This design comes from an exercise in tuning for small area and a short achievable clock period on the open sky130 flow, not from production work. Where RTL was checked, it was by simulation tests only, not by an equivalence proof against the original. Power and IR drop assume default switching activity.

Setup of alpha:
## lc3_mem_responder
module lc3_mem_responder #(
    parameter int ADDR_W      = 8,
    parameter int WAIT_CYCLES = 2
) (
    input  logic        clk,
    input  logic        rst,
    input  logic        rd,
    input  logic        wr,
    input  logic [15:0] addr,
    input  logic [15:0] din,
    output logic [15:0] dout,
    output logic        complete,
    output logic        busy
);
Size: ~8,900 cells after synthesis, ~4,300 flip-flops, ~54 I/O pins.
Settings: LEC_CHECK=0, CAP_MARGIN=20, CORE_MARGIN=2, CORE_UTILIZATION=55, CTS_CLUSTER_DIAMETER=60, CTS_CLUSTER_SIZE=24, SETUP_SLACK_MARGIN=2.1, SLEW_MARGIN=20, SYNTH_HIERARCHICAL=1, SYNTH_MEMORY_MAX_BITS=8192; clock period 4.6 ns.
run.sh (not shown) runs the stock make flow with config.mk's settings and CLKGATE_MAP_FILE= SYNTH_SCRIPT=/design/flow/synth_recipe.tcl, a recipe that flattens the netlist after the stock synthesis.
[inputs] beta vs alpha
Settings: CORE_UTILIZATION now 65, was 55; SETUP_SLACK_MARGIN now 2.5, was 2.1.
--- outcome ---
Going from alpha to beta, number of logic stages on the critical path including buffering closely matched the old numbers; utilization increased 14 points; switching power picked up an extra 2.5%.
No run of this note included a check of the RTL's function; only the layout flow was run.

* * *

Another version of the RTL of lc3_mem_responder (not shown whole).
For scale: about 4300 flip-flops.
make LEC_CHECK=0 CAP_MARGIN=20 CORE_MARGIN=2 CORE_UTILIZATION=65 CTS_CLUSTER_DIAMETER=60 CTS_CLUSTER_SIZE=24 SETUP_SLACK_MARGIN=2.4 SLEW_MARGIN=20 SYNTH_HIERARCHICAL=1 SYNTH_MEMORY_MAX_BITS=8192 finish   # period 4.6 ns
Next try:
- CORE_UTILIZATION: 65 -> 70
- SETUP_SLACK_MARGIN: 2.4 -> 2.5
What happened:
- clock skew rises by 0.018 ns
- core utilization rose by 7.9 points
- hold slack gets worse by 0.080 ns
- maximum frequency fell by 8.0%
- wire length rose by 2.7%
- area after synthesis stays the same
Next try:
- CORE_UTILIZATION: 70 -> 65
- CTS_CLUSTER_SIZE: 24 -> 28
Utilization fell by 6.5 points.
Wire length fell by 1.4%.
Design area fell by 0.76%.
Register-to-register slack improved by 0.19 ns.
Next try:
- CTS_CLUSTER_SIZE: 28 -> 24
After rerunning: Die area does not change. Fmax stays flat. Setup slack got worse by 0.0047 ns. Global-route usage rose by 0.23 points. Cell area fell by 0.33%. Sequential cell count is unchanged. Clock power fell by about 3%.
Next try:
- CTS_CLUSTER_DIAMETER: 60 -> 45
- CTS_CLUSTER_SIZE: 24 -> 20
=> The new run completed with no timing, DRC or antenna violations; synthesized cell count does not change; power rises by roughly a tenth; setup slack loses 0.061 ns; area after synthesis is unchanged; global-route usage grows by 0.53 points; wire length grows slightly; first-iteration DRC count is lower slightly; sequential share of layout area goes down by 2.5 points; register-to-register slack stays flat.

* * *

Another version of the RTL of lc3_mem_responder (not shown whole).
Size in the first run: ~9000 cells after synthesis, about 4300 flip-flops, ~54 I/O pins, ~110000 um^2 of cells after synthesis.
## lc3_mem_responder
module lc3_mem_responder #(
    parameter int ADDR_W      = 8,
    parameter int WAIT_CYCLES = 2
) (
    input  logic        clk,
    input  logic        rst,
    input  logic        rd,
    input  logic        wr,
    input  logic [15:0] addr,
    input  logic [15:0] din,
    output logic [15:0] dout,
    output logic        complete,
    output logic        busy
);
    localparam int DEPTH = 1 << ADDR_W;
    localparam int PAIRS = DEPTH / 2;
    localparam int HI_N  = 16;           
    localparam int LO_N  = PAIRS / HI_N;  
    function automatic logic pol(input logic e, input logic [1:0] c);
        pol = e ? !(c[1] ^ c[0]) : c[1];
    endfunction
    logic busy_r, s1_r, s2_r, complete_r;
    logic accept_s, last_s;
    assign accept_s = !busy_r && (rd || wr);
    assign last_s   = busy_r && !s1_r && !s2_r;
    always_ff @(posedge clk or negedge rst) begin
        if (!rst) begin
            busy_r     <= 1'b0;
            s1_r       <= 1'b0;
            s2_r       <= 1'b0;
            complete_r <= 1'b0;
        end else begin
            busy_r     <= accept_s || s1_r || s2_r;
            s1_r       <= accept_s;
            s2_r       <= s1_r;
            complete_r <= last_s;
        end
    end
    logic [HI_N-1:0] rhi_r;
    logic [LO_N-1:0] rlo_r;
    logic            ra0_r;
    logic [15:0]     data_r;
    logic            op_rd_r;
    always_ff @(posedge clk) begin
        if (!busy_r) begin
            for (int g = 0; g < HI_N; g++) rhi_r[g] <= (addr[7:4] == 4'(g));
  ...
Settings: LEC_CHECK=0, CAP_MARGIN=20, CORE_MARGIN=2, CORE_UTILIZATION=65, CTS_CLUSTER_DIAMETER=60, CTS_CLUSTER_SIZE=24, SETUP_SLACK_MARGIN=2.5, SLEW_MARGIN=20, SYNTH_MEMORY_MAX_BITS=8192; clock period 4.6 ns.
Rerun with:
- CORE_UTILIZATION: 65 -> 55
- SETUP_SLACK_MARGIN: 2.5 -> 2.4
What happened: Fmax shrinks by 2.2%. Sequential power stays flat. First-iteration DRC count is lower by 11%. Worst hold slack gets worse by 0.0090 ns. Cell area is higher by 0.31%.
Rerun with:
- CTS_CLUSTER_SIZE: 24 -> 30
Setup slack improves by 0.065 ns.
Wire length went up by 0.72%.
Core utilization went up by 0.14 points.
Sequential power barely changes.
Rerun with:
- CTS_CLUSTER_SIZE: 30 -> 24
- SETUP_SLACK_MARGIN: 2.4 -> 2.1
- via count shrinks by a few percent
- worst setup slack loses 0.14 ns
- fmax drops by a few percent
- core utilization fell by 1.6 points
- area after synthesis stays the same
- global-route usage is lower by 1.5 points
- die area does not change
- wire length falls by a few percent
- final area falls by a few percent
- clock skew barely changes
- clock power came out lower slightly

## port drivers added, routing unchanged
In the flow no input, the clock included, has a driving cell. The finished layouts below were timed again as built, in two steps. Step 1 sets driving cells, clkbuf_16 on the clock port and buf_2 on the other inputs (assumed; they add their load-dependent delay and slew). Step 2 times the ports against the registers' clock, not the clock port: input delays grow and output delays shrink by t, the midpoint of the rising clock arrivals with the driver on. Slacks: no drivers / after step 1 / after step 2; pairs: no drivers / after step 1.
run | t (ns) | setup WS [ns] | latest minus earliest clock arrival (ns) | worst data-port slew with drivers (ns)
alpha | 0.980 | 1.703 / 1.613 / 2.048 | 0.047 / 0.046 | 0.17
beta | 0.959 | 1.818 / 1.734 / 2.179 | 0.036 / 0.036 | 0.11
the first run of note 2 | 0.967 | 2.160 / 2.125 / 2.160 | 0.030 / 0.030 | 0.08
the second run of note 2 | 0.960 | 1.949 / 1.862 / 2.007 | 0.047 / 0.047 | 0.13
the third run of note 2 | 0.954 | 2.217 / 2.132 / 2.319 | 0.029 / 0.029 | 0.09
the fourth run of note 2 | 0.972 | 2.213 / 2.126 / 2.324 | 0.031 / 0.031 | 0.09
the fifth run of note 2 | 1.032 | 2.151 / 2.065 / 2.301 | 0.047 / 0.047 | 0.08
the first run of note 3 | 0.968 | 2.225 / 2.132 / 2.274 | 0.043 / 0.043 | 0.17
the second run of note 3 | 0.955 | 2.173 / 2.170 / 2.173 | 0.044 / 0.043 | 0.17
the third run of note 3 | 0.961 | 2.238 / 2.172 / 2.238 | 0.048 / 0.047 | 0.19
the fourth run of note 3 | 0.956 | 2.095 / 2.081 / 2.095 | 0.043 / 0.043 | 0.19
After both steps every run listed still meets setup and hold.
